Source: an optimization exercise on an open RTL-to-GDS flow (aim: small area and a short achievable clock period). Production flows keep margins and buffers that such runs may drop. At most, simulation tests tie the RTL to the original design; equivalence was not proved. Power figures rest on the tool's default switching activity, not on a simulated workload.

==> run M: inputs <==
Design sb_top, start of the top module:
module sb_top (
    input  logic             clk,
    input  logic             rst,
    input  sb_pkg::inst_t    inst,
    input  logic             inst_valid,
    input  sb_pkg::fu_vec_t  fu_done,
    output logic             issue_ready,
    output sb_pkg::fu_vec_t  fu_en,
    output sb_pkg::fu_op_t   op_ctrl,
    output sb_pkg::reg_idx_t rs1_ctrl,
    output sb_pkg::reg_idx_t rs2_ctrl,
    output sb_pkg::fu_id_t   write_sel,
    output logic             reg_write,
    output sb_pkg::reg_idx_t rd_ctrl
);
==> flow/config.mk <==
export PLATFORM = sky130hd
export DESIGN_NAME = sb_top
export DESIGN_NICKNAME = sb_top
export VERILOG_FILES = /design/flow/design.v
export SDC_FILE = /design/flow/constraint.sdc
export NUM_CORES = 4
export LEC_CHECK = 0
export CAP_MARGIN = 20
export CORE_MARGIN = 2
export CORE_UTILIZATION = 60
export CTS_BUF_LIST = sky130_fd_sc_hd__clkbuf_8
export CTS_CLUSTER_SIZE = 30
export SETUP_SLACK_MARGIN = 2.5
export SLEW_MARGIN = 20
==> flow/constraint.sdc <==
create_clock -name core_clock -period 6.0 [get_ports {clk}]
set_input_delay 1.2000 -clock core_clock [delete_from_list [all_inputs] [get_ports {clk}]]
set_output_delay 1.2000 -clock core_clock [all_outputs]
set_load 0.01 [all_outputs]
standard.sh (not shown) runs the stock make flow with config.mk's settings and CLKGATE_MAP_FILE= SYNTH_SCRIPT=/design/flow/synth_recipe.tcl, a recipe that flattens the netlist after the stock synthesis.
==> flow/flow/run.sh <==
#!/bin/bash
# Standard layout, with plain buffers (not delay cells) on the ports, and slow
# many-input cells added to the platform's don't-use list.
set -euo pipefail
DU="sky130_fd_sc_hd__lpflow_bleeder_1 sky130_fd_sc_hd__lpflow_clkbufkapwr_1 sky130_fd_sc_hd__lpflow_clkbufkapwr_16 sky130_fd_sc_hd__lpflow_clkbufkapwr_2 sky130_fd_sc_hd__lpflow_clkbufkapwr_4 sky130_fd_sc_hd__lpflow_clkbufkapwr_8 sky130_fd_sc_hd__lpflow_clkinvkapwr_1 sky130_fd_sc_hd__lpflow_clkinvkapwr_16 sky130_fd_sc_hd__lpflow_clkinvkapwr_2 sky130_fd_sc_hd__lpflow_clkinvkapwr_4 sky130_fd_sc_hd__lpflow_clkinvkapwr_8 sky130_fd_sc_hd__lpflow_decapkapwr_12 sky130_fd_sc_hd__lpflow_decapkapwr_3 sky130_fd_sc_hd__lpflow_decapkapwr_4 sky130_fd_sc_hd__lpflow_decapkapwr_6 sky130_fd_sc_hd__lpflow_decapkapwr_8 sky130_fd_sc_hd__lpflow_inputiso0n_1 sky130_fd_sc_hd__lpflow_inputiso0p_1 sky130_fd_sc_hd__lpflow_inputiso1n_1 sky130_fd_sc_hd__lpflow_inputiso1p_1 sky130_fd_sc_hd__lpflow_inputisolatch_1 sky130_fd_sc_hd__lpflow_isobufsrc_1 sky130_fd_sc_hd__lpflow_isobufsrc_16 sky130_fd_sc_hd__lpflow_isobufsrc_2 sky130_fd_sc_hd__lpflow_isobufsrc_4 sky130_fd_sc_hd__lpflow_isobufsrc_8 sky130_fd_sc_hd__lpflow_isobufsrckapwr_16 sky130_fd_sc_hd__lpflow_lsbuf_lh_hl_isowell_tap_1 sky130_fd_sc_hd__lpflow_lsbuf_lh_hl_isowell_tap_2 sky130_fd_sc_hd__lpflow_lsbuf_lh_hl_isowell_tap_4 sky130_fd_sc_hd__lpflow_lsbuf_lh_isowell_4 sky130_fd_sc_hd__lpflow_lsbuf_lh_isowell_tap_1 sky130_fd_sc_hd__lpflow_lsbuf_lh_isowell_tap_2 sky130_fd_sc_hd__lpflow_lsbuf_lh_isowell_tap_4 sky130_fd_sc_hd__probe_p_8 sky130_fd_sc_hd__probec_p_8  sky130_fd_sc_hd__a2111o_1 sky130_fd_sc_hd__a2111o_2 sky130_fd_sc_hd__a2111o_4 sky130_fd_sc_hd__a2111oi_0 sky130_fd_sc_hd__a2111oi_1 sky130_fd_sc_hd__a2111oi_2 sky130_fd_sc_hd__a2111oi_4 sky130_fd_sc_hd__a221o_1 sky130_fd_sc_hd__a221o_2 sky130_fd_sc_hd__a221o_4 sky130_fd_sc_hd__a2bb2o_1 sky130_fd_sc_hd__a2bb2o_2 sky130_fd_sc_hd__a2bb2o_4 sky130_fd_sc_hd__a311o_1 sky130_fd_sc_hd__a311o_2 sky130_fd_sc_hd__a311o_4 sky130_fd_sc_hd__a311oi_1 sky130_fd_sc_hd__a311oi_2 sky130_fd_sc_hd__a311oi_4 sky130_fd_sc_hd__a32o_1 sky130_fd_sc_hd__a32o_2 sky130_fd_sc_hd__a32o_4 sky130_fd_sc_hd__a32oi_1 sky130_fd_sc_hd__a32oi_2 sky130_fd_sc_hd__a32oi_4 sky130_fd_sc_hd__a41o_1 sky130_fd_sc_hd__a41o_2 sky130_fd_sc_hd__a41o_4 sky130_fd_sc_hd__a41oi_1 sky130_fd_sc_hd__a41oi_2 sky130_fd_sc_hd__a41oi_4 sky130_fd_sc_hd__and4_1 sky130_fd_sc_hd__and4_2 sky130_fd_sc_hd__and4_4 sky130_fd_sc_hd__and4b_1 sky130_fd_sc_hd__and4b_2 sky130_fd_sc_hd__and4b_4 sky130_fd_sc_hd__and4bb_1 sky130_fd_sc_hd__and4bb_2 sky130_fd_sc_hd__and4bb_4 sky130_fd_sc_hd__nor4_1 sky130_fd_sc_hd__nor4_2 sky130_fd_sc_hd__nor4_4 sky130_fd_sc_hd__nor4b_1 sky130_fd_sc_hd__nor4b_2 sky130_fd_sc_hd__nor4b_4 sky130_fd_sc_hd__nor4bb_1 sky130_fd_sc_hd__nor4bb_2 sky130_fd_sc_hd__nor4bb_4 sky130_fd_sc_hd__o2111a_1 sky130_fd_sc_hd__o2111a_2 sky130_fd_sc_hd__o2111a_4 sky130_fd_sc_hd__o2111ai_1 sky130_fd_sc_hd__o2111ai_2 sky130_fd_sc_hd__o2111ai_4 sky130_fd_sc_hd__o221a_1 sky130_fd_sc_hd__o221a_2 sky130_fd_sc_hd__o221a_4 sky130_fd_sc_hd__o2bb2a_1 sky130_fd_sc_hd__o2bb2a_2 sky130_fd_sc_hd__o2bb2a_4 sky130_fd_sc_hd__o311a_1 sky130_fd_sc_hd__o311a_2 sky130_fd_sc_hd__o311a_4 sky130_fd_sc_hd__o311ai_0 sky130_fd_sc_hd__o311ai_1 sky130_fd_sc_hd__o311ai_2 sky130_fd_sc_hd__o311ai_4 sky130_fd_sc_hd__o32a_1 sky130_fd_sc_hd__o32a_2 sky130_fd_sc_hd__o32a_4 sky130_fd_sc_hd__o32ai_1 sky130_fd_sc_hd__o32ai_2 sky130_fd_sc_hd__o32ai_4 sky130_fd_sc_hd__o41a_1 sky130_fd_sc_hd__o41a_2 sky130_fd_sc_hd__o41a_4 sky130_fd_sc_hd__o41ai_1 sky130_fd_sc_hd__o41ai_2 sky130_fd_sc_hd__o41ai_4 sky130_fd_sc_hd__or3_1 sky130_fd_sc_hd__or3_2 sky130_fd_sc_hd__or3_4 sky130_fd_sc_hd__or3b_1 sky130_fd_sc_hd__or3b_2 sky130_fd_sc_hd__or3b_4 sky130_fd_sc_hd__or4_1 sky130_fd_sc_hd__or4_2 sky130_fd_sc_hd__or4_4 sky130_fd_sc_hd__or4b_1 sky130_fd_sc_hd__or4b_2 sky130_fd_sc_hd__or4b_4 sky130_fd_sc_hd__or4bb_1 sky130_fd_sc_hd__or4bb_2 sky130_fd_sc_hd__or4bb_4 "
bash standard.sh BUFFER_PORTS_ARGS="-buffer_cell sky130_fd_sc_hd__buf_2" DONT_USE_CELLS="$DU" > standard.log 2>&1
==> inputs of run C, as changes to run M <==
--- a/flow/design.v
+++ b/flow/design.v
@@ -113,16 +113,15 @@
     assign sel[2] = is_op & f7_md & ~f3[2];
     assign sel[3] = is_op & f7_md &  f3[2];
     assign has_rd  = sel[0] | sel[2] | sel[3] | (sel[1] & ~is_st);
     assign use_rs2 = is_op | is_st;
     assign rd_nz   = rd  != '0;
     assign rs1_nz  = rs1 != '0;
     assign rs2_nz  = rs2 != '0;
-    logic [N-1:0] busy, unread;
-    logic [N-1:0] can_q;          
+    logic [N-1:0] busy, unread, done_q;
     logic [N-1:0][N-1:0] waitm;      
     logic [N-1:0][N-1:0] warm;       
     logic [4:0] op_a;             
     logic [3:0] op_m;             
     logic [1:0] op_x, op_y;       
     logic [4:0] dst_a, dst_x, dst_y;
     logic [4:0] fld_m;            
@@ -150,18 +149,18 @@
     assign pend[2]  = busy[2];
     assign pend[3]  = busy[3];
     assign s1_e = s1_q;
     logic [N-1:0] rdy, grant, can, ret;
     always_comb begin
         for (int u = 0; u < N; u++) begin
             rdy[u] = unread[u] & ~|waitm[u];
+            can[u] = done_q[u] & ~|warm[u];
         end
     end
     assign grant = rdy & ~(rdy - 1'b1);
-    assign can   = can_q;
     assign ret   = can & ~(can - 1'b1);
     logic [N-1:0] raw, waw_k, war_c;
     logic         struct_hz, waw_hz;
     logic [N-1:0] issue;
     always_comb begin
         for (int k = 0; k < N; k++) begin
             raw[k]   = pend[k] & ((rs1_nz & dst_e[k] == rs1) |
@@ -171,27 +170,23 @@
                        (s1_e[k] == rd | s2_e[k] == rd);
         end
     end
     assign struct_hz   = |(sel & busy);
     assign waw_hz      = has_rd & rd_nz & |waw_k;
     assign issue_ready = ~struct_hz & ~waw_hz;
     assign issue       = sel & {N{inst_valid & issue_ready}};
-    logic [N-1:0] war_left;
-    always_comb begin
-        for (int u = 0; u < N; u++) war_left[u] = |(warm[u] & ~grant & ~ret);
-    end
     always_ff @(posedge clk or posedge rst) begin
         if (rst) begin
             busy   <= '0;
             unread <= '0;
-            can_q  <= '0;
+            done_q <= '0;
         end else begin
             busy   <= issue | (busy & ~ret);
             unread <= issue | (unread & ~grant & ~ret);
-            can_q  <= fu_done & busy & ~ret & ~war_left;
+            done_q <= fu_done & busy & ~ret;
         end
     end
     for (genvar u = 0; u < N; u++) begin : g_unit
         for (genvar k = 0; k < N; k++) begin : g_pair
             if (k == u) begin : g_self
                 assign waitm[u][k] = 1'b0;
                 assign warm[u][k]  = 1'b0;
@@ -247,13 +242,9 @@
             rs1_ctrl = rs1_ctrl | (s1_e[u] & {5{grant[u]}});
             rs2_ctrl = rs2_ctrl | (s2_e[u] & {5{grant[u]}});
             rd_ctrl  = rd_ctrl  | (dst_e[u] & {5{ret[u]}});
         end
     end
     assign fu_en     = grant;
     assign write_sel = {ret[3], ret[1] | ret[2], ret[0] | ret[2]};
-    logic [N-1:0] dst_nz;
-    always_comb begin
-        for (int u = 0; u < N; u++) dst_nz[u] = dst_e[u] != '0;
-    end
-    assign reg_write = |(ret & dst_nz);
+    assign reg_write = rd_ctrl != '0;
 endmodule
==> flow/run.sh (new file) <==
#!/bin/bash
# synth_recipe.tcl (not shown) runs the flow's synth.tcl, then flattens the netlist and writes it again
# the make line also repeats each setting of config.mk as NAME=value (left out here)
make -C /OpenROAD-flow-scripts/flow DESIGN_CONFIG=/design/flow/config.mk WORK_HOME=/design/flow/orfs CLKGATE_MAP_FILE= SYNTH_SCRIPT=/design/flow/synth_recipe.tcl finish
Settings changed: CORE_UTILIZATION 60 to 40, CTS_BUF_LIST sky130_fd_sc_hd__clkbuf_8 to default, CTS_CLUSTER_SIZE 30 to default.
removed: flow/flow/run.sh
removed: flow/standard.sh
==> inputs of run D, as changes to run M <==
--- a/flow/design.v
+++ b/flow/design.v
@@ -51,14 +51,63 @@
     localparam fu_op_t MUL_MULHU  = 5'd3;
     localparam fu_op_t DIV_DIV  = 5'd0;
     localparam fu_op_t DIV_DIVU = 5'd1;
     localparam fu_op_t DIV_REM  = 5'd2;
     localparam fu_op_t DIV_REMU = 5'd3;
 endpackage
 `timescale 1ns/1ps
+module sb_issue_check (
+    input  sb_pkg::inst_t                         inst,
+    input  sb_pkg::fu_vec_t                       busy,
+    input  sb_pkg::fu_vec_t                       pend,     
+    input  sb_pkg::reg_idx_t [sb_pkg::NUM_FU-1:0] dst,
+    output logic                                  issue_ready
+);
+    logic [6:0] opc;
+    logic [2:0] f3;
+    logic [6:0] f7;
+    logic [4:0] rd;
+    logic       is_op, is_imm, is_ld, is_st;
+    logic       f7_base, f7_alt, f7_md, alt_en;
+    logic [3:0] sel;
+    logic       has_rd;
+    logic [3:0] waw_k;
+    assign opc = inst[6:0];
+    assign f3  = inst[14:12];
+    assign f7  = inst[31:25];
+    assign rd  = inst[11:7];
+    assign is_op   = opc == sb_pkg::OPC_OP;
+    assign is_imm  = opc == sb_pkg::OPC_OP_IMM;
+    assign is_ld   = opc == sb_pkg::OPC_LOAD;
+    assign is_st   = opc == sb_pkg::OPC_STORE;
+    assign f7_base = f7 == sb_pkg::F7_BASE;
+    assign f7_alt  = f7 == sb_pkg::F7_ALT;
+    assign f7_md   = f7 == sb_pkg::F7_MULDIV;
+    assign alt_en  = f7_alt & (is_op | f3 == 3'd5);
+    assign sel[0] = (is_op & (f7_base | (f7_alt & (f3 == 3'd0 | f3 == 3'd5)))) |
+                    (is_imm & ((f3 != 3'd1 & f3 != 3'd5) | f7_base | alt_en));
+    assign sel[1] = (is_ld & f3 != 3'd3 & f3 < 3'd6) | (is_st & f3 < 3'd3);
+    assign sel[2] = is_op & f7_md & ~f3[2];
+    assign sel[3] = is_op & f7_md &  f3[2];
+    assign has_rd = sel[0] | sel[2] | sel[3] | (sel[1] & ~is_st);
+    logic [3:0] eq_k;
+    for (genvar k = 0; k < 4; k++) begin : g_cmp
+        sb_eq5 cmp (.a(rd), .b(dst[k]), .eq(eq_k[k]));
+    end
+    assign waw_k = pend & eq_k;
+    assign issue_ready = ~(|(sel & busy)) & ~(has_rd & (rd != '0) & |waw_k);
+endmodule
+module sb_eq5 (
+    input  logic [4:0] a,
+    input  logic [4:0] b,
+    output logic       eq
+);
+    assign eq = a == b;
+endmodule
+`timescale 1ns/1ps
 module sb_top (
     input  logic             clk,
     input  logic             rst,
     input  sb_pkg::inst_t    inst,
     input  logic             inst_valid,
     input  sb_pkg::fu_vec_t  fu_done,
     output logic             issue_ready,
@@ -155,29 +204,27 @@
         for (int u = 0; u < N; u++) begin
             rdy[u] = unread[u] & ~|waitm[u];
         end
     end
     assign grant = rdy & ~(rdy - 1'b1);
     assign can   = can_q;
     assign ret   = can & ~(can - 1'b1);
-    logic [N-1:0] raw, waw_k, war_c;
-    logic         struct_hz, waw_hz;
+    logic [N-1:0] raw, war_c;
     logic [N-1:0] issue;
     always_comb begin
         for (int k = 0; k < N; k++) begin
             raw[k]   = pend[k] & ((rs1_nz & dst_e[k] == rs1) |
                                   (use_rs2 & rs2_nz & dst_e[k] == rs2));
-            waw_k[k] = pend[k] & dst_e[k] == rd;
             war_c[k] = unread[k] & ~grant[k] & ~ret[k] & rd_nz &
                        (s1_e[k] == rd | s2_e[k] == rd);
         end
     end
-    assign struct_hz   = |(sel & busy);
-    assign waw_hz      = has_rd & rd_nz & |waw_k;
-    assign issue_ready = ~struct_hz & ~waw_hz;
+    sb_issue_check issue_check (
+        .inst(inst), .busy(busy), .pend(pend), .dst(dst_e), .issue_ready(issue_ready)
+    );
     assign issue       = sel & {N{inst_valid & issue_ready}};
     logic [N-1:0] war_left;
     always_comb begin
         for (int u = 0; u < N; u++) war_left[u] = |(warm[u] & ~grant & ~ret);
     end
     always_ff @(posedge clk or posedge rst) begin
         if (rst) begin
Settings changed: SYNTH_HIERARCHICAL from default to 1, SYNTH_MINIMUM_KEEP_SIZE from default to 0.
==> inputs of run Y, as changes to run M <==
--- a/flow/design.v
+++ b/flow/design.v
@@ -51,14 +51,54 @@
     localparam fu_op_t MUL_MULHU  = 5'd3;
     localparam fu_op_t DIV_DIV  = 5'd0;
     localparam fu_op_t DIV_DIVU = 5'd1;
     localparam fu_op_t DIV_REM  = 5'd2;
     localparam fu_op_t DIV_REMU = 5'd3;
 endpackage
 `timescale 1ns/1ps
+module sb_issue_check (
+    input  sb_pkg::inst_t                         inst,
+    input  sb_pkg::fu_vec_t                       busy,
+    input  sb_pkg::fu_vec_t                       pend,     
+    input  sb_pkg::reg_idx_t [sb_pkg::NUM_FU-1:0] dst,
+    output logic [3:0]                            sel,      
+    output logic                                  issue_ready
+);
+    logic [6:0] opc;
+    logic [2:0] f3;
+    logic [6:0] f7;
+    logic [4:0] rd;
+    logic       is_op, is_imm, is_ld, is_st;
+    logic       f7_base, f7_alt, f7_md, alt_en;
+    logic       has_rd;
+    logic [3:0] waw_k;
+    assign opc = inst[6:0];
+    assign f3  = inst[14:12];
+    assign f7  = inst[31:25];
+    assign rd  = inst[11:7];
+    assign is_op   = opc == sb_pkg::OPC_OP;
+    assign is_imm  = opc == sb_pkg::OPC_OP_IMM;
+    assign is_ld   = opc == sb_pkg::OPC_LOAD;
+    assign is_st   = opc == sb_pkg::OPC_STORE;
+    assign f7_base = f7 == sb_pkg::F7_BASE;
+    assign f7_alt  = f7 == sb_pkg::F7_ALT;
+    assign f7_md   = f7 == sb_pkg::F7_MULDIV;
+    assign alt_en  = f7_alt & (is_op | f3 == 3'd5);
+    assign sel[0] = (is_op & (f7_base | (f7_alt & (f3 == 3'd0 | f3 == 3'd5)))) |
+                    (is_imm & ((f3 != 3'd1 & f3 != 3'd5) | f7_base | alt_en));
+    assign sel[1] = (is_ld & f3 != 3'd3 & f3 < 3'd6) | (is_st & f3 < 3'd3);
+    assign sel[2] = is_op & f7_md & ~f3[2];
+    assign sel[3] = is_op & f7_md &  f3[2];
+    assign has_rd = sel[0] | sel[2] | sel[3] | (sel[1] & ~is_st);
+    always_comb begin
+        for (int k = 0; k < 4; k++) waw_k[k] = pend[k] & dst[k] == rd;
+    end
+    assign issue_ready = ~(|(sel & busy)) & ~(has_rd & (rd != '0) & |waw_k);
+endmodule
+`timescale 1ns/1ps
 module sb_top (
     input  logic             clk,
     input  logic             rst,
     input  sb_pkg::inst_t    inst,
     input  logic             inst_valid,
     input  sb_pkg::fu_vec_t  fu_done,
     output logic             issue_ready,
@@ -75,15 +115,15 @@
     logic [2:0] f3;
     logic [6:0] f7;
     logic [4:0] rd, rs1, rs2;
     logic       is_op, is_imm, is_ld, is_st;
     logic       f7_base, f7_alt, f7_md, alt_en;
     logic [3:0] alu_lo;
     logic [N-1:0] sel;
-    logic       has_rd, use_rs2;
+    logic       use_rs2;
     logic       rd_nz, rs1_nz, rs2_nz;
     assign opc = inst[6:0];
     assign f3  = inst[14:12];
     assign f7  = inst[31:25];
     assign rd  = inst[11:7];
     assign rs1 = inst[19:15];
     assign rs2 = inst[24:20];
@@ -103,20 +143,14 @@
             3'd3:    alu_lo = 4'd4;
             3'd4:    alu_lo = 4'd5;
             3'd5:    alu_lo = alt_en ? 4'd7 : 4'd6;
             3'd6:    alu_lo = 4'd8;
             default: alu_lo = 4'd9;
         endcase
     end
-    assign sel[0] = (is_op & (f7_base | (f7_alt & (f3 == 3'd0 | f3 == 3'd5)))) |
-                    (is_imm & ((f3 != 3'd1 & f3 != 3'd5) | f7_base | alt_en));
-    assign sel[1] = (is_ld & f3 != 3'd3 & f3 < 3'd6) | (is_st & f3 < 3'd3);
-    assign sel[2] = is_op & f7_md & ~f3[2];
-    assign sel[3] = is_op & f7_md &  f3[2];
-    assign has_rd  = sel[0] | sel[2] | sel[3] | (sel[1] & ~is_st);
     assign use_rs2 = is_op | is_st;
     assign rd_nz   = rd  != '0;
     assign rs1_nz  = rs1 != '0;
     assign rs2_nz  = rs2 != '0;
     logic [N-1:0] busy, unread;
     logic [N-1:0] can_q;          
     logic [N-1:0][N-1:0] waitm;      
@@ -155,29 +189,28 @@
         for (int u = 0; u < N; u++) begin
             rdy[u] = unread[u] & ~|waitm[u];
         end
     end
     assign grant = rdy & ~(rdy - 1'b1);
     assign can   = can_q;
     assign ret   = can & ~(can - 1'b1);
-    logic [N-1:0] raw, waw_k, war_c;
-    logic         struct_hz, waw_hz;
+    logic [N-1:0] raw, war_c;
     logic [N-1:0] issue;
     always_comb begin
         for (int k = 0; k < N; k++) begin
             raw[k]   = pend[k] & ((rs1_nz & dst_e[k] == rs1) |
                                   (use_rs2 & rs2_nz & dst_e[k] == rs2));
-            waw_k[k] = pend[k] & dst_e[k] == rd;
             war_c[k] = unread[k] & ~grant[k] & ~ret[k] & rd_nz &
                        (s1_e[k] == rd | s2_e[k] == rd);
         end
     end
-    assign struct_hz   = |(sel & busy);
-    assign waw_hz      = has_rd & rd_nz & |waw_k;
-    assign issue_ready = ~struct_hz & ~waw_hz;
+    sb_issue_check issue_check (
+        .inst(inst), .busy(busy), .pend(pend), .dst(dst_e), .sel(sel),
+        .issue_ready(issue_ready)
+    );
     assign issue       = sel & {N{inst_valid & issue_ready}};
     logic [N-1:0] war_left;
     always_comb begin
         for (int u = 0; u < N; u++) war_left[u] = |(warm[u] & ~grant & ~ret);
     end
     always_ff @(posedge clk or posedge rst) begin
         if (rst) begin
Settings changed: SYNTH_HIERARCHICAL from default to 1, SYNTH_MINIMUM_KEEP_SIZE from default to 0.
==> comparison table <==
	run Y	run D	run C	run M
Result of the run	timing/DRC/antenna clean	timing/DRC/antenna clean	timing/DRC/antenna clean	timing/DRC/antenna clean
Inverters, non-clock	13	12	9	9
Switching power of the nets	0.444 mW	0.775 mW	0.346 mW	0.328 mW
Highest net fanout along the worst path	20	10	8	11
Synth Area in Simple Gates	20.3%	20.8%	18.9%	20.6%
Post-layout util	71.1%	69.0%	53.2%	71.2%
Part of the power in the clock network	29.9%	18.7%	40.2%	32.3%
Startpoint of the most critical register-to-register path	fld_m[3]$_DFFE_PN_	op_m[0]$_DFFE_PN_	fld_m[0]$_DFFE_PN_	g_unit[0].g_pair[2].g_other.wait_q$_DFF_P_
Xor/xnor share of the synthesized area	13.4%	13.6%	13.5%	13.3%
Iteration count of the initial detailed-routing pass	5	5	7	6
Worst hold path depth	1	1	2	1
Layout Skew	0.00897 ns	0.00871 ns	0.00791 ns	0.00937 ns
Most frequent standard cell in the layout excluding fill and tap cells	nand2_1	-	edfxtp_1	nand2_1
Worst ir drop on vdd	203 uV	248 uV	147 uV	177 uV
The RTL of run M, run D and run Y was laid out without a check of its function.

==> re-timing with driven ports <==
No port has a modelled driver above. Below, the same layouts with a new extraction and two added sets of constraints. Step 1: set_driving_cell puts a clkbuf_16 on clk and a buf_2 on each other input, an assumption about the parent block. Step 2 also shifts input and output timing later by t, the mid clock arrival at the registers, as if the neighbouring blocks saw the same clock. Three values: ideal, step 1, step 2; two values: the first two.
| run | shift t [ns] | setup WS [ns] | worst register clock-pin slew, ns | pins driven straight from the clock port |
|---|---|---|---|---|
| run M | 0.413 | 2.329 / 2.171 / 2.171 | 0.10 / 0.10 | 1 |
| run C | 0.399 | 2.105 / 2.073 / 2.073 | 0.07 / 0.07 | 1 |
| run D | 0.414 | 2.227 / 2.109 / 2.109 | 0.10 / 0.10 | 1 |
| run Y | 0.416 | 2.412 / 2.364 / 2.364 | 0.10 / 0.10 | 1 |
After both steps every run listed still meets setup and hold. For run M, which loses most, drivers alone change the setup slack by -0.158 ns; drivers and shift together by -0.158 ns.
